Context: an optimization exercise on an open-source flow, tuned for small area, a short achievable clock period and few clock cycles per item. The choices shown serve that exercise and are no tape-out recipe. At most, simulation tests tie the RTL to the original design; equivalence was not proved. No functional check of the RTL was part of run 2. Power is estimated from default activity; no workload was simulated.

## flow/design.v (module list and top-level ports; edited modules follow where they fit)
// module array_mul_top: 1971 lines
// module mul_fa: 4 lines
// module mul_ha: 4 lines
module array_mul_top (
   input  logic        clk,
   input  logic        arst_n,
   input  logic        in_valid,
   input  logic        para_mode,
   input  logic [15:0] a,
   input  logic [15:0] b,
   output logic        out_valid,
   output logic [31:0] p
);
  // ...
==> flow/flow/run.sh <==
#!/bin/bash
# Own layout flow: the standard flow (standard.sh, unchanged steps) with three changes:
# port buffers of sky130_fd_sc_hd__buf_2, the delay cells (clkdlybuf4s*, dlygate*, dlymetal*)
# added to the platform's don't-use list so that repair uses plain buffers, and CTS without
# dummy loads. make's full output goes to orfs_make.log here; each ORFS step also keeps its
# own log under orfs/logs/.
set -euo pipefail
bash standard.sh "BUFFER_PORTS_ARGS=-buffer_cell sky130_fd_sc_hd__buf_1" \
  "DONT_USE_CELLS=sky130_fd_sc_hd__probe_p_8 sky130_fd_sc_hd__probec_p_8 sky130_fd_sc_hd__lpflow_bleeder_1 sky130_fd_sc_hd__lpflow_clkbufkapwr_1 sky130_fd_sc_hd__lpflow_clkbufkapwr_16 sky130_fd_sc_hd__lpflow_clkbufkapwr_2 sky130_fd_sc_hd__lpflow_clkbufkapwr_4 sky130_fd_sc_hd__lpflow_clkbufkapwr_8 sky130_fd_sc_hd__lpflow_clkinvkapwr_1 sky130_fd_sc_hd__lpflow_clkinvkapwr_16 sky130_fd_sc_hd__lpflow_clkinvkapwr_2 sky130_fd_sc_hd__lpflow_clkinvkapwr_4 sky130_fd_sc_hd__lpflow_clkinvkapwr_8 sky130_fd_sc_hd__lpflow_decapkapwr_12 sky130_fd_sc_hd__lpflow_decapkapwr_3 sky130_fd_sc_hd__lpflow_decapkapwr_4 sky130_fd_sc_hd__lpflow_decapkapwr_6 sky130_fd_sc_hd__lpflow_decapkapwr_8 sky130_fd_sc_hd__lpflow_inputiso0n_1 sky130_fd_sc_hd__lpflow_inputiso0p_1 sky130_fd_sc_hd__lpflow_inputiso1n_1 sky130_fd_sc_hd__lpflow_inputiso1p_1 sky130_fd_sc_hd__lpflow_inputisolatch_1 sky130_fd_sc_hd__lpflow_isobufsrc_1 sky130_fd_sc_hd__lpflow_isobufsrc_16 sky130_fd_sc_hd__lpflow_isobufsrc_2 sky130_fd_sc_hd__lpflow_isobufsrc_4 sky130_fd_sc_hd__lpflow_isobufsrc_8 sky130_fd_sc_hd__lpflow_isobufsrckapwr_16 sky130_fd_sc_hd__lpflow_lsbuf_lh_hl_isowell_tap_1 sky130_fd_sc_hd__lpflow_lsbuf_lh_hl_isowell_tap_2 sky130_fd_sc_hd__lpflow_lsbuf_lh_hl_isowell_tap_4 sky130_fd_sc_hd__lpflow_lsbuf_lh_isowell_4 sky130_fd_sc_hd__lpflow_lsbuf_lh_isowell_tap_1 sky130_fd_sc_hd__lpflow_lsbuf_lh_isowell_tap_2 sky130_fd_sc_hd__lpflow_lsbuf_lh_isowell_tap_4  sky130_fd_sc_hd__clkdlybuf4s15_1 sky130_fd_sc_hd__clkdlybuf4s15_2 sky130_fd_sc_hd__clkdlybuf4s18_1 sky130_fd_sc_hd__clkdlybuf4s18_2 sky130_fd_sc_hd__clkdlybuf4s25_1 sky130_fd_sc_hd__clkdlybuf4s25_2 sky130_fd_sc_hd__clkdlybuf4s50_1 sky130_fd_sc_hd__clkdlybuf4s50_2 sky130_fd_sc_hd__dlygate4sd1_1 sky130_fd_sc_hd__dlygate4sd2_1 sky130_fd_sc_hd__dlygate4sd3_1 sky130_fd_sc_hd__dlymetal6s2s_1 sky130_fd_sc_hd__dlymetal6s4s_1 sky130_fd_sc_hd__dlymetal6s6s_1" \
  "CTS_ARGS=-sink_clustering_enable -repair_clock_nets -dont_use_dummy_load -buf_list {sky130_fd_sc_hd__clkbuf_4 sky130_fd_sc_hd__clkbuf_8} -sink_clustering_size 30" \
  finish > orfs_make.log 2>&1
==> flow/standard.sh <==
#!/bin/bash
# synth_recipe.tcl (not shown) runs the flow's synth.tcl, then flattens the netlist and writes it again
# the make line also repeats each setting of config.mk as NAME=value (left out here)
make -C /OpenROAD-flow-scripts/flow DESIGN_CONFIG=/design/flow/config.mk WORK_HOME=/design/flow/orfs CLKGATE_MAP_FILE= SYNTH_SCRIPT=/design/flow/synth_recipe.tcl "${@:-finish}"
==> flow/config.mk <==
export PLATFORM = sky130hd
export DESIGN_NAME = array_mul_top
export DESIGN_NICKNAME = array_mul_top
export VERILOG_FILES = /design/flow/design.v
export SDC_FILE = /design/flow/constraint.sdc
export NUM_CORES = 4
export LEC_CHECK = 0
export CAP_MARGIN = 20
export CORE_MARGIN = 2
export CORE_UTILIZATION = 40
export CTS_BUF_LIST = sky130_fd_sc_hd__clkbuf_4 sky130_fd_sc_hd__clkbuf_8
export CTS_CLUSTER_SIZE = 30
export SETUP_SLACK_MARGIN = 3.0
export SLEW_MARGIN = 20
export SYNTH_HIERARCHICAL = 1
export SYNTH_MINIMUM_KEEP_SIZE = 0
==> flow/constraint.sdc <==
create_clock -name core_clock -period 6.0 [get_ports {clk}]
set_input_delay 1.2000 -clock core_clock [delete_from_list [all_inputs] [get_ports {clk}]]
set_output_delay 1.2000 -clock core_clock [all_outputs]
set_load 0.01 [all_outputs]
==> flow_summary.ini, run 1 <==
[status]
status = finished clean

[timing]
period_minus_slack_ns = 3.00
hold_viol_final = 0
fin_crit_sh = 0.500

[die]
core-area_um2 = 25100
tap-cell-count = 330

[power]
clock_power_share = 0.118
maxPowerGroup = combinational cells
p_int_mw = 3.08
total_power_mw = 5.06
p_sw_mw = 1.99

[final_layout]
buffers_excl_clock = 110
nets = 1215
seq_share = 0.285
layout_commonest_cell = nand2_1
largest_reg_flops = 2
drive_gt1_frac = 0.227
seq_cells = 162
num-clock-buffers = 17

[detailed_routing]
drc_errors = 0
vias = 6149
detail_route.iter0.violations = 389

[setup_path]
crit_family = adder cells
cp.arrival_ns = 3.30
worst_path_most_repeated_cell = fa_1

[clocking]
insertion_delay_ns = 0.47

[placement]
dpl.cell_count = 1207

[grt]
use_met1 = 0.248
overflow = 0

[logic_synthesis]
synth_top_family_by_area = adder cells
Testbench counts, summed over its fixed seeds: cycles 4,008, items 4,000.
==> run 2: changes to the inputs <==
--- a/flow/design.v
+++ b/flow/design.v
@@ -924,18 +924,16 @@
    logic sm24;
    logic sm25;
    logic sm26;
    logic sm27;
    logic sm28;
    logic sm29;
    logic sm30;
    logic sm31;
-   logic fs5_q1;
-   logic hs3_q1;
    logic hc3_q1;
    logic fs8_q1;
    logic fs9_q1;
    logic fc9_q1;
    logic fc13_q1;
    logic fs14_q1;
    logic fc14_q1;
    logic fs18_q1;
@@ -1021,16 +1019,20 @@
    logic fc193_q1;
    logic fs194_q1;
    logic p0_q1;
    logic p0_q2;
    logic p1_q1;
    logic p1_q2;
    logic g4_q1;
    logic p4_q1;
+   logic g5_q1;
+   logic p5_q1;
+   logic p13_q2;
+   logic p14_q2;
    logic p15_q2;
    logic g16_q2;
    logic p16_q2;
    logic p17_q2;
    logic p18_q2;
    logic p19_q2;
    logic g20_q2;
    logic p20_q2;
@@ -1061,39 +1063,43 @@
    logic cg26_q2;
    logic cp26_q2;
    logic cg27_q2;
    logic cp27_q2;
    logic cg28_q2;
    logic cp28_q2;
    logic cg29_q2;
    logic cp29_q2;
+   logic cp40_q2;
+   logic cp41_q2;
+   logic cp42_q2;
+   logic cp43_q2;
    logic cg44_q2;
    logic cp44_q2;
    logic cg45_q2;
    logic cp45_q2;
    logic cg46_q2;
    logic cp46_q2;
+   logic cg52_q2;
+   logic cg53_q2;
    logic cg54_q2;
    logic cg55_q2;
    logic sm2_q1;
    logic sm2_q2;
    logic sm3_q1;
    logic sm3_q2;
    logic sm4_q2;
    logic sm5_q2;
    logic sm6_q2;
    logic sm7_q2;
    logic sm8_q2;
    logic sm9_q2;
    logic sm10_q2;
    logic sm11_q2;
    logic sm12_q2;
-   logic sm13_q2;
-   logic sm14_q2;
    assign pp_0_0 = ~(a0 & b0);
    assign pp_0_1 = ~(a1 & b0);
    assign pp_0_2 = ~(a2 & b0);
    assign pp_0_3 = ~(a3 & b0);
    assign pp_0_4 = ~(a4 & b0);
    assign pp_0_5 = ~(a5 & b0);
    assign pp_0_6 = ~(a6 & b0);
    assign pp_0_7 = ~(a7 & b0);
@@ -1349,35 +1355,35 @@
    mul_fa u_fa0 (.x(pp_0_3), .y(pp_1_2), .z(pp_2_1), .s(fs0), .c(fc0));
    mul_fa u_ha1 (.x(pp_3_0), .y(hc0), .z(1'b1), .s(hs1), .c(hc1));
    mul_fa u_fa1 (.x(pp_0_4), .y(pp_1_3), .z(pp_2_2), .s(fs1), .c(fc1));
    mul_fa u_fa2 (.x(pp_3_1), .y(pp_4_0), .z(fc0), .s(fs2), .c(fc2));
    mul_fa u_ha2 (.x(fs1), .y(hc1), .z(1'b1), .s(hs2), .c(hc2));
    mul_fa u_fa3 (.x(pp_0_5), .y(pp_1_4), .z(pp_2_3), .s(fs3), .c(fc3));
    mul_fa u_fa4 (.x(pp_3_2), .y(pp_4_1), .z(pp_5_0), .s(fs4), .c(fc4));
    mul_fa u_fa5 (.x(fc1), .y(fs3), .z(fs4), .s(fs5), .c(fc5));
-   mul_fa u_ha3 (.x(hc2), .y(fc2), .z(1'b1), .s(hs3), .c(hc3));
+   mul_fa u_ha3 (.x(fc2), .y(hc2), .z(1'b1), .s(hs3), .c(hc3));
    mul_fa u_fa6 (.x(pp_0_6), .y(pp_1_5), .z(pp_2_4), .s(fs6), .c(fc6));
    mul_fa u_fa7 (.x(pp_3_3), .y(pp_4_2), .z(pp_5_1), .s(fs7), .c(fc7));
    mul_fa u_fa8 (.x(pp_6_0), .y(fc3), .z(fc4), .s(fs8), .c(fc8));
    mul_fa u_fa9 (.x(fs6), .y(fs7), .z(fc5), .s(fs9), .c(fc9));
    mul_fa u_ha4 (.x(fs8_q1), .y(hc3_q1), .z(1'b1), .s(hs4), .c(hc4));
    mul_fa u_fa10 (.x(pp_0_7), .y(pp_1_6), .z(pp_2_5), .s(fs10), .c(fc10));
    mul_fa u_fa11 (.x(pp_3_4), .y(pp_4_3), .z(pp_5_2), .s(fs11), .c(fc11));
    mul_fa u_fa12 (.x(pp_6_1), .y(pp_7_0), .z(fc6), .s(fs12), .c(fc12));
    mul_fa u_fa13 (.x(fc7), .y(fs10), .z(fs11), .s(fs13), .c(fc13));
    mul_fa u_fa14 (.x(fc8), .y(fs12), .z(fs13), .s(fs14), .c(fc14));
    mul_fa u_ha5 (.x(fc9_q1), .y(fs14_q1), .z(1'b1), .s(hs5), .c(hc5));
    mul_fa u_fa15 (.x(pp_0_8), .y(pp_1_7), .z(pp_2_6), .s(fs15), .c(fc15));
    mul_fa u_fa16 (.x(pp_3_5), .y(pp_4_4), .z(pp_5_3), .s(fs16), .c(fc16));
    mul_fa u_fa17 (.x(pp_6_2), .y(pp_7_1), .z(pp_8_0), .s(fs17), .c(fc17));
    mul_fa u_fa18 (.x(fc10), .y(fc11), .z(fs15), .s(fs18), .c(fc18));
    mul_fa u_fa19 (.x(fs16), .y(fs17), .z(fc12), .s(fs19), .c(fc19));
-   mul_fa u_fa20 (.x(fc13_q1), .y(fs18_q1), .z(fc14_q1), .s(fs20), .c(fc20));
-   mul_fa u_ha6 (.x(fs19_q1), .y(hc5), .z(1'b1), .s(hs6), .c(hc6));
+   mul_fa u_fa20 (.x(fc13_q1), .y(fs18_q1), .z(fs19_q1), .s(fs20), .c(fc20));
+   mul_fa u_ha6 (.x(fc14_q1), .y(hc5), .z(1'b1), .s(hs6), .c(hc6));
    mul_fa u_fa21 (.x(pp_0_9), .y(pp_1_8), .z(pp_2_7), .s(fs21), .c(fc21));
    mul_fa u_fa22 (.x(pp_3_6), .y(pp_4_5), .z(pp_5_4), .s(fs22), .c(fc22));
    mul_fa u_fa23 (.x(pp_6_3), .y(pp_7_2), .z(pp_8_1), .s(fs23), .c(fc23));
    mul_fa u_fa24 (.x(pp_9_0), .y(fc15), .z(fc16), .s(fs24), .c(fc24));
    mul_fa u_fa25 (.x(fc17), .y(fs21), .z(fs22), .s(fs25), .c(fc25));
    mul_fa u_fa26 (.x(fs23), .y(fc18), .z(fs24), .s(fs26), .c(fc26));
    mul_fa u_fa27 (.x(fs25_q1), .y(fc19_q1), .z(fs26_q1), .s(fs27), .c(fc27));
    mul_fa u_ha7 (.x(fc20), .y(fs27), .z(1'b1), .s(hs7), .c(hc7));
@@ -1393,18 +1399,18 @@
    mul_fa u_fa36 (.x(pp_0_11), .y(pp_1_10), .z(pp_2_9), .s(fs36), .c(fc36));
    mul_fa u_fa37 (.x(pp_3_8), .y(pp_4_7), .z(pp_5_6), .s(fs37), .c(fc37));
    mul_fa u_fa38 (.x(pp_6_5), .y(pp_7_4), .z(pp_8_3), .s(fs38), .c(fc38));
    mul_fa u_fa39 (.x(pp_9_2), .y(pp_10_1), .z(pp_11_0), .s(fs39), .c(fc39));
    mul_fa u_fa40 (.x(fc28), .y(fc29), .z(fc30), .s(fs40), .c(fc40));
    mul_fa u_fa41 (.x(fs36), .y(fs37), .z(fs38), .s(fs41), .c(fc41));
    mul_fa u_fa42 (.x(fs39), .y(fc31), .z(fc32), .s(fs42), .c(fc42));
    mul_fa u_fa43 (.x(fs40_q1), .y(fs41_q1), .z(fc33_q1), .s(fs43), .c(fc43));
-   mul_fa u_fa44 (.x(fc34_q1), .y(fs42_q1), .z(fc35), .s(fs44), .c(fc44));
-   mul_fa u_ha9 (.x(fs43), .y(hc8), .z(1'b1), .s(hs9), .c(hc9));
+   mul_fa u_fa44 (.x(fc34_q1), .y(fs42_q1), .z(fs43), .s(fs44), .c(fc44));
+   mul_fa u_ha9 (.x(fc35), .y(fs44), .z(1'b1), .s(hs9), .c(hc9));
    mul_fa u_fa45 (.x(pp_0_12), .y(pp_1_11), .z(pp_2_10), .s(fs45), .c(fc45));
    mul_fa u_fa46 (.x(pp_3_9), .y(pp_4_8), .z(pp_5_7), .s(fs46), .c(fc46));
    mul_fa u_fa47 (.x(pp_6_6), .y(pp_7_5), .z(pp_8_4), .s(fs47), .c(fc47));
    mul_fa u_fa48 (.x(pp_9_3), .y(pp_10_2), .z(pp_11_1), .s(fs48), .c(fc48));
    mul_fa u_fa49 (.x(pp_12_0), .y(fc36), .z(fc37), .s(fs49), .c(fc49));
    mul_fa u_fa50 (.x(fc38), .y(fc39), .z(fs45), .s(fs50), .c(fc50));
    mul_fa u_fa51 (.x(fs46), .y(fs47), .z(fs48), .s(fs51), .c(fc51));
    mul_fa u_fa52 (.x(fc40), .y(fc41), .z(fs49), .s(fs52), .c(fc52));
@@ -1442,44 +1448,44 @@
    mul_fa u_fa81 (.x(pp_9_6), .y(pp_10_5), .z(pp_11_4), .s(fs81), .c(fc81));
    mul_fa u_fa82 (.x(pp_12_3), .y(pp_13_2), .z(pp_14_1), .s(fs82), .c(fc82));
    mul_fa u_fa83 (.x(pp_15_0), .y(fc66), .z(fc67), .s(fs83), .c(fc83));
    mul_fa u_fa84 (.x(fc68), .y(fc69), .z(fc70), .s(fs84), .c(fc84));
    mul_fa u_fa85 (.x(fs78), .y(fs79), .z(fs80), .s(fs85), .c(fc85));
    mul_fa u_fa86 (.x(fs81), .y(fs82), .z(fc71), .s(fs86), .c(fc86));
    mul_fa u_fa87 (.x(fc72), .y(fc73), .z(fs83), .s(fs87), .c(fc87));
    mul_fa u_fa88 (.x(fs84_q1), .y(fs85_q1), .z(fc74_q1), .s(fs88), .c(fc88));
-   mul_fa u_fa89 (.x(fc75_q1), .y(fs86_q1), .z(fs87_q1), .s(fs89), .c(fc89));
+   mul_fa u_fa89 (.x(fs86_q1), .y(fc75_q1), .z(fs87_q1), .s(fs89), .c(fc89));
    mul_fa u_fa90 (.x(fc76), .y(fs88), .z(fs89), .s(fs90), .c(fc90));
    mul_fa u_ha13 (.x(fc77), .y(fs90), .z(1'b1), .s(hs13), .c(hc13));
    mul_fa u_fa91 (.x(pp_1_15), .y(pp_2_14), .z(pp_3_13), .s(fs91), .c(fc91));
    mul_fa u_fa92 (.x(pp_4_12), .y(pp_5_11), .z(pp_6_10), .s(fs92), .c(fc92));
    mul_fa u_fa93 (.x(pp_7_9), .y(pp_8_8), .z(pp_9_7), .s(fs93), .c(fc93));
    mul_fa u_fa94 (.x(pp_10_6), .y(pp_11_5), .z(pp_12_4), .s(fs94), .c(fc94));
    mul_fa u_fa95 (.x(pp_13_3), .y(pp_14_2), .z(pp_15_1), .s(fs95), .c(fc95));
    mul_fa u_fa96 (.x(fc78), .y(fc79), .z(fc80), .s(fs96), .c(fc96));
    mul_fa u_fa97 (.x(fc81), .y(fc82), .z(fs91), .s(fs97), .c(fc97));
    mul_fa u_fa98 (.x(fs92), .y(fs93), .z(fs94), .s(fs98), .c(fc98));
    mul_fa u_fa99 (.x(fs95), .y(fc83), .z(fc84), .s(fs99), .c(fc99));
    mul_fa u_fa100 (.x(fc85), .y(fs96), .z(fs97), .s(fs100), .c(fc100));
    mul_fa u_fa101 (.x(fs98_q1), .y(fc86_q1), .z(fc87_q1), .s(fs101), .c(fc101));
    mul_fa u_fa102 (.x(fs99_q1), .y(fs100_q1), .z(fc88), .s(fs102), .c(fc102));
-   mul_fa u_fa103 (.x(fc89), .y(fs101), .z(fc90), .s(fs103), .c(fc103));
-   mul_fa u_ha14 (.x(fs102), .y(hc13), .z(1'b1), .s(hs14), .c(hc14));
+   mul_fa u_fa103 (.x(fc89), .y(fs101), .z(fs102), .s(fs103), .c(fc103));
+   mul_fa u_ha14 (.x(fc90), .y(hc13), .z(1'b1), .s(hs14), .c(hc14));
    mul_fa u_fa104 (.x(pp_2_15), .y(pp_3_14), .z(pp_4_13), .s(fs104), .c(fc104));
    mul_fa u_fa105 (.x(pp_5_12), .y(pp_6_11), .z(pp_7_10), .s(fs105), .c(fc105));
    mul_fa u_fa106 (.x(pp_8_9), .y(pp_9_8), .z(pp_10_7), .s(fs106), .c(fc106));
    mul_fa u_fa107 (.x(pp_11_6), .y(pp_12_5), .z(pp_13_4), .s(fs107), .c(fc107));
    mul_fa u_fa108 (.x(pp_14_3), .y(pp_15_2), .z(fc91), .s(fs108), .c(fc108));
    mul_fa u_fa109 (.x(fc92), .y(fc93), .z(fc94), .s(fs109), .c(fc109));
    mul_fa u_fa110 (.x(fc95), .y(fs104), .z(fs105), .s(fs110), .c(fc110));
    mul_fa u_fa111 (.x(fs106), .y(fs107), .z(fc96), .s(fs111), .c(fc111));
    mul_fa u_fa112 (.x(fc97), .y(fc98), .z(fs108), .s(fs112), .c(fc112));
    mul_fa u_fa113 (.x(fs109_q1), .y(fs110_q1), .z(fc99_q1), .s(fs113), .c(fc113));
-   mul_fa u_fa114 (.x(fc100_q1), .y(fs111_q1), .z(fs112_q1), .s(fs114), .c(fc114));
+   mul_fa u_fa114 (.x(fs111_q1), .y(fc100_q1), .z(fs112_q1), .s(fs114), .c(fc114));
    mul_fa u_fa115 (.x(fc101), .y(fs113), .z(fs114), .s(fs115), .c(fc115));
    mul_fa u_fa116 (.x(fc102), .y(fs115), .z(fc103), .s(fs116), .c(fc116));
    mul_fa u_fa117 (.x(pp_3_15), .y(pp_4_14), .z(pp_5_13), .s(fs117), .c(fc117));
    mul_fa u_fa118 (.x(pp_6_12), .y(pp_7_11), .z(pp_8_10), .s(fs118), .c(fc118));
    mul_fa u_fa119 (.x(pp_9_9), .y(pp_10_8), .z(pp_11_7), .s(fs119), .c(fc119));
    mul_fa u_fa120 (.x(pp_12_6), .y(pp_13_5), .z(pp_14_4), .s(fs120), .c(fc120));
    mul_fa u_fa121 (.x(pp_15_3), .y(fc104), .z(fc105), .s(fs121), .c(fc121));
    mul_fa u_fa122 (.x(fc106), .y(fc107), .z(fs117), .s(fs122), .c(fc122));
@@ -1492,18 +1498,18 @@
    mul_fa u_fa129 (.x(pp_4_15), .y(pp_5_14), .z(pp_6_13), .s(fs129), .c(fc129));
    mul_fa u_fa130 (.x(pp_7_12), .y(pp_8_11), .z(pp_9_10), .s(fs130), .c(fc130));
    mul_fa u_fa131 (.x(pp_10_9), .y(pp_11_8), .z(pp_12_7), .s(fs131), .c(fc131));
    mul_fa u_fa132 (.x(pp_13_6), .y(pp_14_5), .z(pp_15_4), .s(fs132), .c(fc132));
    mul_fa u_fa133 (.x(fc117), .y(fc118), .z(fc119), .s(fs133), .c(fc133));
    mul_fa u_fa134 (.x(fc120), .y(fs129), .z(fs130), .s(fs134), .c(fc134));
    mul_fa u_fa135 (.x(fs131), .y(fs132), .z(fc121), .s(fs135), .c(fc135));
    mul_fa u_fa136 (.x(fc122), .y(fc123), .z(fs133), .s(fs136), .c(fc136));
-   mul_fa u_fa137 (.x(fs134_q1), .y(fc124_q1), .z(fc125_q1), .s(fs137), .c(fc137));
-   mul_fa u_fa138 (.x(fs135_q1), .y(fs136_q1), .z(fc126), .s(fs138), .c(fc138));
+   mul_fa u_fa137 (.x(fs134_q1), .y(fc124_q1), .z(fs135_q1), .s(fs137), .c(fc137));
+   mul_fa u_fa138 (.x(fc125_q1), .y(fs136_q1), .z(fc126), .s(fs138), .c(fc138));
    mul_fa u_fa139 (.x(fs137), .y(fc127), .z(fs138), .s(fs139), .c(fc139));
    mul_fa u_fa140 (.x(pp_5_15), .y(pp_6_14), .z(pp_7_13), .s(fs140), .c(fc140));
    mul_fa u_fa141 (.x(pp_8_12), .y(pp_9_11), .z(pp_10_10), .s(fs141), .c(fc141));
    mul_fa u_fa142 (.x(pp_11_9), .y(pp_12_8), .z(pp_13_7), .s(fs142), .c(fc142));
    mul_fa u_fa143 (.x(pp_14_6), .y(pp_15_5), .z(fc129), .s(fs143), .c(fc143));
    mul_fa u_fa144 (.x(fc130), .y(fc131), .z(fc132), .s(fs144), .c(fc144));
    mul_fa u_fa145 (.x(fs140), .y(fs141), .z(fs142), .s(fs145), .c(fc145));
    mul_fa u_fa146 (.x(fc133), .y(fc134), .z(fs143), .s(fs146), .c(fc146));
@@ -1557,32 +1563,32 @@
    mul_fa u_fa194 (.x(pp_14_15), .y(pp_15_14), .z(fc192), .s(fs194), .c(fc194));
    assign p0 = ~pp_0_0;
    assign g1 = pp_0_1 & pp_1_0;
    assign p1 = pp_0_1 ^ pp_1_0;
    assign g2 = pp_2_0 & hs0;
    assign p2 = pp_2_0 ^ hs0;
    assign g3 = fs0 & hs1;
    assign p3 = fs0 ^ hs1;
-   assign g4 = hs2 & fs2;
-   assign p4 = hs2 ^ fs2;
-   assign g5 = fs5_q1 & hs3_q1;
-   assign p5 = fs5_q1 ^ hs3_q1;
+   assign g4 = fs2 & hs2;
+   assign p4 = fs2 ^ hs2;
+   assign g5 = fs5 & hs3;
+   assign p5 = fs5 ^ hs3;
    assign g6 = fs9_q1 & hs4;
    assign p6 = fs9_q1 ^ hs4;
    assign g7 = hc4 & hs5;
    assign p7 = hc4 ^ hs5;
    assign g8 = fs20 & hs6;
    assign p8 = fs20 ^ hs6;
    assign g9 = hc6 & hs7;
    assign p9 = hc6 ^ hs7;
    assign g10 = hc7 & hs8;
    assign p10 = hc7 ^ hs8;
-   assign g11 = fs44 & hs9;
-   assign p11 = fs44 ^ hs9;
+   assign g11 = hc8 & hs9;
+   assign p11 = hc8 ^ hs9;
    assign g12 = hc9 & hs10;
    assign p12 = hc9 ^ hs10;
    assign g13 = hc10 & hs11;
    assign p13 = hc10 ^ hs11;
    assign g14 = hc11 & hs12;
    assign p14 = hc11 ^ hs12;
    assign g15 = hc12 & hs13;
    assign p15 = hc12 ^ hs13;
@@ -1614,18 +1620,18 @@
    assign p28 = fs193_q1 ^ fc191;
    assign g29 = fs194_q1 & fc193_q1;
    assign p29 = fs194_q1 ^ fc193_q1;
    assign g30 = pp_15_15 & fc194;
    assign p30 = pp_15_15 ^ fc194;
    assign cg0 = g1 | p1;
    assign cg1 = g3 | (p3 & g2);
    assign cp1 = p3 & p2;
-   assign cg2 = g5 | (p5 & g4_q1);
-   assign cp2 = p5 & p4_q1;
+   assign cg2 = g5_q1 | (p5_q1 & g4_q1);
+   assign cp2 = p5_q1 & p4_q1;
    assign cg3 = g7 | (p7 & g6);
    assign cp3 = p7 & p6;
    assign cg4 = g9 | (p9 & g8);
    assign cp4 = p9 & p8;
    assign cg5 = g11 | (p11 & g10);
    assign cp5 = p11 & p10;
    assign cg6 = g13 | (p13 & g12);
    assign cp6 = p13 & p12;
@@ -1681,79 +1687,79 @@
    assign cp36 = p12 & cp21;
    assign cg37 = cg6 | (cp6 & cg21);
    assign cp37 = cp6 & cp21;
    assign cg38 = cg22 | (cp22 & cg21);
    assign cp38 = cp22 & cp21;
    assign cg39 = cg23 | (cp23 & cg21);
    assign cp39 = cp23 & cp21;
    assign cg40 = g20_q2 | (p20_q2 & cg25_q2);
-   assign cp40 = p20_q2 & cp25_q2;
+   assign cp40 = p20 & cp25;
    assign cg41 = cg10_q2 | (cp10_q2 & cg25_q2);
-   assign cp41 = cp10_q2 & cp25_q2;
+   assign cp41 = cp10 & cp25;
    assign cg42 = cg26_q2 | (cp26_q2 & cg25_q2);
-   assign cp42 = cp26_q2 & cp25_q2;
+   assign cp42 = cp26 & cp25;
    assign cg43 = cg27_q2 | (cp27_q2 & cg25_q2);
-   assign cp43 = cp27_q2 & cp25_q2;
+   assign cp43 = cp27 & cp25;
    assign cg44 = g28 | (p28 & cg29);
    assign cp44 = p28 & cp29;
    assign cg45 = cg14 | (cp14 & cg29);
    assign cp45 = cp14 & cp29;
    assign cg46 = cg30 | (cp30 & cg29);
    assign cp46 = cp30 & cp29;
    assign cg48 = g8 | (p8 & cg35);
    assign cg49 = cg4 | (cp4 & cg35);
    assign cg50 = cg20 | (cp20 & cg35);
    assign cg51 = cg21 | (cp21 & cg35);
    assign cg52 = cg36 | (cp36 & cg35);
    assign cg53 = cg37 | (cp37 & cg35);
    assign cg54 = cg38 | (cp38 & cg35);
    assign cg55 = cg39 | (cp39 & cg35);
    assign cg56 = g24_q2 | (p24_q2 & cg43);
-   assign cp56 = p24_q2 & cp43;
+   assign cp56 = p24_q2 & cp43_q2;
    assign cg57 = cg12_q2 | (cp12_q2 & cg43);
-   assign cp57 = cp12_q2 & cp43;
+   assign cp57 = cp12_q2 & cp43_q2;
    assign cg58 = cg28_q2 | (cp28_q2 & cg43);
-   assign cp58 = cp28_q2 & cp43;
+   assign cp58 = cp28_q2 & cp43_q2;
    assign cg59 = cg29_q2 | (cp29_q2 & cg43);
-   assign cp59 = cp29_q2 & cp43;
+   assign cp59 = cp29_q2 & cp43_q2;
    assign cg60 = cg44_q2 | (cp44_q2 & cg43);
-   assign cp60 = cp44_q2 & cp43;
+   assign cp60 = cp44_q2 & cp43_q2;
    assign cg61 = cg45_q2 | (cp45_q2 & cg43);
-   assign cp61 = cp45_q2 & cp43;
+   assign cp61 = cp45_q2 & cp43_q2;
    assign cg62 = cg46_q2 | (cp46_q2 & cg43);
-   assign cp62 = cp46_q2 & cp43;
+   assign cp62 = cp46_q2 & cp43_q2;
    assign cg64 = g16_q2 | (p16_q2 & cg55_q2);
    assign cg65 = cg8_q2 | (cp8_q2 & cg55_q2);
    assign cg66 = cg24_q2 | (cp24_q2 & cg55_q2);
    assign cg67 = cg25_q2 | (cp25_q2 & cg55_q2);
-   assign cg68 = cg40 | (cp40 & cg55_q2);
-   assign cg69 = cg41 | (cp41 & cg55_q2);
-   assign cg70 = cg42 | (cp42 & cg55_q2);
-   assign cg71 = cg43 | (cp43 & cg55_q2);
+   assign cg68 = cg40 | (cp40_q2 & cg55_q2);
+   assign cg69 = cg41 | (cp41_q2 & cg55_q2);
+   assign cg70 = cg42 | (cp42_q2 & cg55_q2);
+   assign cg71 = cg43 | (cp43_q2 & cg55_q2);
    assign cg72 = cg56 | (cp56 & cg55_q2);
    assign cg73 = cg57 | (cp57 & cg55_q2);
    assign cg74 = cg58 | (cp58 & cg55_q2);
    assign cg75 = cg59 | (cp59 & cg55_q2);
    assign cg76 = cg60 | (cp60 & cg55_q2);
    assign cg77 = cg61 | (cp61 & cg55_q2);
    assign cg78 = cg62 | (cp62 & cg55_q2);
    assign sm2 = ~(p2 ^ cg0);
    assign sm3 = ~(p3 ^ cg16);
    assign sm4 = ~(p4_q1 ^ cg17_q1);
-   assign sm5 = ~(p5 ^ cg32);
+   assign sm5 = ~(p5_q1 ^ cg32);
    assign sm6 = ~(p6 ^ cg33);
    assign sm7 = ~(p7 ^ cg34);
    assign sm8 = ~(p8 ^ cg35);
    assign sm9 = ~(p9 ^ cg48);
    assign sm10 = ~(p10 ^ cg49);
    assign sm11 = ~(p11 ^ cg50);
    assign sm12 = ~(p12 ^ cg51);
-   assign sm13 = ~(p13 ^ cg52);
-   assign sm14 = ~(p14 ^ cg53);
+   assign sm13 = ~(p13_q2 ^ cg52_q2);
+   assign sm14 = ~(p14_q2 ^ cg53_q2);
    assign sm15 = ~(p15_q2 ^ cg54_q2);
    assign sm16 = ~(p16_q2 ^ cg55_q2);
    assign sm17 = ~(p17_q2 ^ cg64);
    assign sm18 = ~(p18_q2 ^ cg65);
    assign sm19 = ~(p19_q2 ^ cg66);
    assign sm20 = ~(p20_q2 ^ cg67);
    assign sm21 = ~(p21_q2 ^ cg68);
    assign sm22 = ~(p22_q2 ^ cg69);
@@ -1762,18 +1768,16 @@
    assign sm25 = ~(p25_q2 ^ cg72);
    assign sm26 = ~(p26_q2 ^ cg73);
    assign sm27 = ~(p27_q2 ^ cg74);
    assign sm28 = ~(p28_q2 ^ cg75);
    assign sm29 = ~(p29_q2 ^ cg76);
    assign sm30 = ~(p30_q2 ^ cg77);
    assign sm31 = ~cg78;
    always_ff @(posedge clk) begin
-      fs5_q1 <= fs5;
-      hs3_q1 <= hs3;
       hc3_q1 <= hc3;
       fs8_q1 <= fs8;
       fs9_q1 <= fs9;
       fc9_q1 <= fc9;
       fc13_q1 <= fc13;
       fs14_q1 <= fs14;
       fc14_q1 <= fc14;
       fs18_q1 <= fs18;
@@ -1859,16 +1863,20 @@
       fc193_q1 <= fc193;
       fs194_q1 <= fs194;
       p0_q1 <= p0;
       p0_q2 <= p0_q1;
       p1_q1 <= p1;
       p1_q2 <= p1_q1;
       g4_q1 <= g4;
       p4_q1 <= p4;
+      g5_q1 <= g5;
+      p5_q1 <= p5;
+      p13_q2 <= p13;
+      p14_q2 <= p14;
       p15_q2 <= p15;
       g16_q2 <= g16;
       p16_q2 <= p16;
       p17_q2 <= p17;
       p18_q2 <= p18;
       p19_q2 <= p19;
       g20_q2 <= g20;
       p20_q2 <= p20;
@@ -1899,39 +1907,43 @@
       cg26_q2 <= cg26;
       cp26_q2 <= cp26;
       cg27_q2 <= cg27;
       cp27_q2 <= cp27;
       cg28_q2 <= cg28;
       cp28_q2 <= cp28;
       cg29_q2 <= cg29;
       cp29_q2 <= cp29;
+      cp40_q2 <= cp40;
+      cp41_q2 <= cp41;
+      cp42_q2 <= cp42;
+      cp43_q2 <= cp43;
       cg44_q2 <= cg44;
       cp44_q2 <= cp44;
       cg45_q2 <= cg45;
       cp45_q2 <= cp45;
       cg46_q2 <= cg46;
       cp46_q2 <= cp46;
+      cg52_q2 <= cg52;
+      cg53_q2 <= cg53;
       cg54_q2 <= cg54;
       cg55_q2 <= cg55;
       sm2_q1 <= sm2;
       sm2_q2 <= sm2_q1;
       sm3_q1 <= sm3;
       sm3_q2 <= sm3_q1;
       sm4_q2 <= sm4;
       sm5_q2 <= sm5;
       sm6_q2 <= sm6;
       sm7_q2 <= sm7;
       sm8_q2 <= sm8;
       sm9_q2 <= sm9;
       sm10_q2 <= sm10;
       sm11_q2 <= sm11;
       sm12_q2 <= sm12;
-      sm13_q2 <= sm13;
-      sm14_q2 <= sm14;
    end
    logic [1:0] vld;
    always_ff @(posedge clk or negedge arst_n) begin
       if (!arst_n) begin
          vld <= '0;
       end else begin
          vld <= {vld[0:0], in_valid};
       end
@@ -1945,18 +1957,18 @@
    assign p[5] = sm5_q2;
    assign p[6] = sm6_q2;
    assign p[7] = sm7_q2;
    assign p[8] = sm8_q2;
    assign p[9] = sm9_q2;
    assign p[10] = sm10_q2;
    assign p[11] = sm11_q2;
    assign p[12] = sm12_q2;
-   assign p[13] = sm13_q2;
-   assign p[14] = sm14_q2;
+   assign p[13] = sm13;
+   assign p[14] = sm14;
    assign p[15] = sm15;
    assign p[16] = sm16;
    assign p[17] = sm17;
    assign p[18] = sm18;
    assign p[19] = sm19;
    assign p[20] = sm20;
    assign p[21] = sm21;
    assign p[22] = sm22;
==> flow/flow/run.sh (replaced) <==
#!/bin/bash
# Own layout flow: the standard flow (standard.sh, unchanged steps) with three changes:
# port buffers of sky130_fd_sc_hd__buf_2, the delay cells (clkdlybuf4s*, dlygate*, dlymetal*)
# added to the platform's don't-use list so that repair uses plain buffers, and CTS without
# dummy loads. make's full output goes to orfs_make.log here; each ORFS step also keeps its
# own log under orfs/logs/.
set -euo pipefail
bash standard.sh "BUFFER_PORTS_ARGS=-buffer_cell sky130_fd_sc_hd__buf_1" \
  "DONT_USE_CELLS=sky130_fd_sc_hd__probe_p_8 sky130_fd_sc_hd__probec_p_8 sky130_fd_sc_hd__lpflow_bleeder_1 sky130_fd_sc_hd__lpflow_clkbufkapwr_1 sky130_fd_sc_hd__lpflow_clkbufkapwr_16 sky130_fd_sc_hd__lpflow_clkbufkapwr_2 sky130_fd_sc_hd__lpflow_clkbufkapwr_4 sky130_fd_sc_hd__lpflow_clkbufkapwr_8 sky130_fd_sc_hd__lpflow_clkinvkapwr_1 sky130_fd_sc_hd__lpflow_clkinvkapwr_16 sky130_fd_sc_hd__lpflow_clkinvkapwr_2 sky130_fd_sc_hd__lpflow_clkinvkapwr_4 sky130_fd_sc_hd__lpflow_clkinvkapwr_8 sky130_fd_sc_hd__lpflow_decapkapwr_12 sky130_fd_sc_hd__lpflow_decapkapwr_3 sky130_fd_sc_hd__lpflow_decapkapwr_4 sky130_fd_sc_hd__lpflow_decapkapwr_6 sky130_fd_sc_hd__lpflow_decapkapwr_8 sky130_fd_sc_hd__lpflow_inputiso0n_1 sky130_fd_sc_hd__lpflow_inputiso0p_1 sky130_fd_sc_hd__lpflow_inputiso1n_1 sky130_fd_sc_hd__lpflow_inputiso1p_1 sky130_fd_sc_hd__lpflow_inputisolatch_1 sky130_fd_sc_hd__lpflow_isobufsrc_1 sky130_fd_sc_hd__lpflow_isobufsrc_16 sky130_fd_sc_hd__lpflow_isobufsrc_2 sky130_fd_sc_hd__lpflow_isobufsrc_4 sky130_fd_sc_hd__lpflow_isobufsrc_8 sky130_fd_sc_hd__lpflow_isobufsrckapwr_16 sky130_fd_sc_hd__lpflow_lsbuf_lh_hl_isowell_tap_1 sky130_fd_sc_hd__lpflow_lsbuf_lh_hl_isowell_tap_2 sky130_fd_sc_hd__lpflow_lsbuf_lh_hl_isowell_tap_4 sky130_fd_sc_hd__lpflow_lsbuf_lh_isowell_4 sky130_fd_sc_hd__lpflow_lsbuf_lh_isowell_tap_1 sky130_fd_sc_hd__lpflow_lsbuf_lh_isowell_tap_2 sky130_fd_sc_hd__lpflow_lsbuf_lh_isowell_tap_4  sky130_fd_sc_hd__clkdlybuf4s15_1 sky130_fd_sc_hd__clkdlybuf4s15_2 sky130_fd_sc_hd__clkdlybuf4s18_1 sky130_fd_sc_hd__clkdlybuf4s18_2 sky130_fd_sc_hd__clkdlybuf4s25_1 sky130_fd_sc_hd__clkdlybuf4s25_2 sky130_fd_sc_hd__clkdlybuf4s50_1 sky130_fd_sc_hd__clkdlybuf4s50_2 sky130_fd_sc_hd__dlygate4sd1_1 sky130_fd_sc_hd__dlygate4sd2_1 sky130_fd_sc_hd__dlygate4sd3_1 sky130_fd_sc_hd__dlymetal6s2s_1 sky130_fd_sc_hd__dlymetal6s4s_1 sky130_fd_sc_hd__dlymetal6s6s_1" \
  "CTS_ARGS=-sink_clustering_enable -repair_clock_nets -dont_use_dummy_load -buf_list {sky130_fd_sc_hd__clkbuf_4 sky130_fd_sc_hd__clkbuf_8} -sink_clustering_size 20" \
  finish > orfs_make.log 2>&1
==> flow/config.mk (replaced) <==
export PLATFORM = sky130hd
export DESIGN_NAME = array_mul_top
export DESIGN_NICKNAME = array_mul_top
export VERILOG_FILES = /design/flow/design.v
export SDC_FILE = /design/flow/constraint.sdc
export NUM_CORES = 4
export LEC_CHECK = 0
export CAP_MARGIN = 20
export CORE_MARGIN = 2
export CORE_UTILIZATION = 40
export CTS_BUF_LIST = sky130_fd_sc_hd__clkbuf_4 sky130_fd_sc_hd__clkbuf_8
export CTS_CLUSTER_SIZE = 20
export SETUP_SLACK_MARGIN = 3.0
export SLEW_MARGIN = 20
export SYNTH_HIERARCHICAL = 1
export SYNTH_MINIMUM_KEEP_SIZE = 0
==> run 2 against run 1 <==
- still clean
- sequential share of layout area grew 0.44 points
- synthesized area grew 1.1%
- final cell count rose by 1.0%
- critical path depth increased by 3
- sequential cell count rose by 6
- die area increased by 1.1%
- first-iteration DRC count down 8.2%
- sequential power grew 4%
- worst setup slack lost 0.057 ns
- critical endpoint is now cg55_q2$_DFF_P_
- highest routed layer unchanged
==> flow_summary.ini, run 2 <==
[timing]
worst_slew_pin_slew_ns = 0.525
hold_viol_final = 0
period_minus_slack_ns = 3.06
rsz0062_at_grt = yes
slew_viol_final = 0
fin_worst_skew_ns = 0.0378
setup_viol = 0
setup_tns_ns = 0
timing.hold.ws_ns = 0.328
slew_headroom = 0.650
fin_crit_sh = 0.510
fin_ws_ns = 2.94
fmax_mhz = 327

[logic_synthesis]
synthTopCellsByArea = fa_1 (41%), dfxtp_1 (32%), nand2_1 (9.4%)
synth_area_um2 = 10300
synth_top_cell_area_share = 0.412
synth_warnings = 7
synth_top_cell_by_area = fa_1
synthTopCellsByCount = nand2_1 (257), fa_1 (212), dfxtp_1 (166)
syn_inst = 892
ys_seq_area_frac = 0.327
async_flop_share = 0.0119
synth_enable_flop_cells = 0
synth_ff_type = dfxtp_1
synth.distinct_cells = 27
synth-seq-cells = 168
synth.avg_cell_area_um2 = 11.6
synth_most_common_cell = nand2_1

[setup_path]
path_cells = fa_1 -> fa_1 -> fa_1 -> ha_4 -> a21oi_2 -> o21ai_2 -> a221oi_2 -> a21bo_2 -> a21o_1
crit_fanout = 4
end_kind = flip-flop
critPathLaunchType = flip-flop
critPathSlowestCell = fa_1
crit_required_ns = 6.33
crit_type = flip-flop to flip-flop
worst_path_most_repeated_cell = fa_1
crit_family = adder cells
cp.arrival_ns = 3.39
critPathMaxStageDelay_ns = 0.57
cp_num_buf_inv = 0

[placement]
port_buffers = 68
dpl.hpwl_mm = 16.8
gp_routability_congestion = 0.870
dpl.cell_count = 1209
pre_cts_ws_ns = 1.91
placedInstanceArea_um2 = 10800

[clocking]
cts_hold_buf = 0
root_buffer = clkbuf_8
cts_buffer_depth = 2
cts_sinks = 168
clkTransAtPathRegs_ns = 0.08
htreeDepth = 4
cts_tree = built
cts_buffers = 17
insertion_delay_ns = 0.45

[power]
power_leakage_nw = 4.20
irDropWorstVdd_uv = 226
power_density_nw_per_um2 = 457
total_power_mw = 5.33

[final_layout]
nets = 1227
fin_area_um2 = 11700
largest_reg_flops = 2
layout_commonest_cell = nand2_1
area_delta_synth_final_pct = 13.3
final_cells = 1276
fillerInstances = 2347
drive_gt1_frac = 0.240
final_core_util = 0.463
largest_register = vld
final_cell_mix = nand2_1 (231), dfxtp_1 (160), fa_1 (141)

[detailed_routing]
detail_route.iter0.violations = 357
drc_errors = 0
vias_per_cell = 4.88
totalWireLength_mm = 22.5
drtAntennaViolNets = 0
drt_first_pass_iters = 5
wl_per_cell_um = 17.7
vias = 6230

[grt]
grt_max_degree = 19
overflow = 0
grt_pass1_vias = 6805
grt_pass1_wl_mm = 36.8
antenna_found_initial = 2
grt.total_usage = 0.180

[hold_path]
hold_class = flip-flop to flip-flop

[die]
die_area_um2 = 27100
fp-row-count = 58
io_pins = 69
die_x_um = 165
start_util = 0.408
die_h_um = 165
core-area_um2 = 25300

[status]
status = finished clean

[job]
drv_cap = 0
[run 2: worst paths after layout]
kind                                      start                to  slack, ns  cells past startpoint
worst max-delay path            fs40_q1$_DFF_P_   cg55_q2$_DFF_P_       2.94                      9
worst min-delay path             sm3_q1$_DFF_P_    sm3_q2$_DFF_P_       0.33                      0
worst max register to register  fs40_q1$_DFF_P_   cg55_q2$_DFF_P_       2.94                      9
worst min register to register   sm3_q1$_DFF_P_    sm3_q2$_DFF_P_       0.33                      0
max in group asynchronous                arst_n  vld[1]$_DFF_PN0_       5.38                      1
min in group asynchronous                arst_n  vld[0]$_DFF_PN0_       0.50                      1
[run 2: routing by layer]
metal | global-route usage | up-vias | part of all wire
li1 | - | 2781 | -
met1 | 0.251 | 3186 | 0.44
met2 | 0.281 | 242 | 0.47
met3 | 0.0495 | 21 | 0.077
met4 | 0.0474 | 0 | 0.013
met5 | 0 | - | 0
[run 2: timing repair]
item / 4_1_cts / 5_1_grt
pin swaps: 27 / 21
hold endpoints to repair: 0 / 0
gates resized for setup: 109 / 26
buffers inserted: 22 / 27
setup endpoints to repair: 99 / 32
[run 2: cells by family (layout without fill, tap and decap cells)]
kind of cell    Yosys count  after routing  synth area share
compound gates           44             44            0.0284
xor+xnor                 23             23            0.0195
fa+ha+maj               244            244             0.450
buf+inv                 101            140            0.0484
flops                   168            168             0.327
mux                       2              2           0.00194
other cells               1             16          0.000364
simple gates            309            309             0.124
[run 2: modules after synthesis (local to each module, per instance)]
| module | flip-flops and latches | cells inside | area (um^2) | copies in the design |
|---|---|---|---|---|
| array_mul_top | 168 | 682 | 6110 | 1 |
| mul_fa | 0 | 1 | 20.0 | 210 |
[run 2: final cells by class]
| class | count | area [um^2] | share of cell area |
|---|---|---|---|
| diodes | 1 | 2.50 | 0.000214 |
| clock buffers | 17 | 234 | 0.0200 |
| inverters | 5 | 18.8 | 0.00161 |
| multi-input cells | 637 | 7010 | 0.600 |
| flip-flops and latches | 168 | 3390 | 0.290 |
| well taps | 330 | 413 | 0.0353 |
| repair buffers | 118 | 619 | 0.0530 |
[run 2: worst register-to-register path: stages, from the launching register on]
cell      delay, ns
dfxtp_2        0.32
fa_1           0.55
fa_1           0.43
fa_1           0.57
ha_4           0.23
a21oi_2        0.13
o21ai_2        0.08
a221oi_2       0.22
a21bo_2        0.27
a21o_1         0.16
[run 2: where the power goes]
part	internal [mW]	switching (mW)	total (mW)	leakage [nW]
clock network	0.251	0.360	0.611	0.122
registers	1.54	0.160	1.70	1.41
logic	1.48	1.55	3.03	2.66
total	3.26	2.07	5.33	4.20

==> static timing again, ports no longer ideal <==
In the flow no input, the clock included, has a driving cell. The finished layouts below were timed again as built, in two steps.
Step 1, drivers: a clkbuf_16 drives clk and a buf_2 each remaining input, both assumed.
Step 2 also shifts input and output timing later by t, the mid clock arrival at the registers, as if the neighbouring blocks saw the same clock.
a / b / c = ideal / step 1 / step 2; a / b = the first two.
| run | t, ns | setup slack, ns | worst hold slack (ns) | worst slew at a driven data input, ns |
|---|---|---|---|---|
| run 1 | 0.488 | 3.000 / 3.006 / 2.519 | 0.328 / 0.328 / 0.328 | 0.06 |
| run 2 | 0.485 | 2.942 / 2.942 / 2.535 | 0.328 / 0.328 / 0.328 | 0.06 |
After both steps setup and hold are still met in every run listed. For run 1, which loses most, drivers alone change the setup slack by +0.006 ns; drivers and shift together by -0.481 ns.
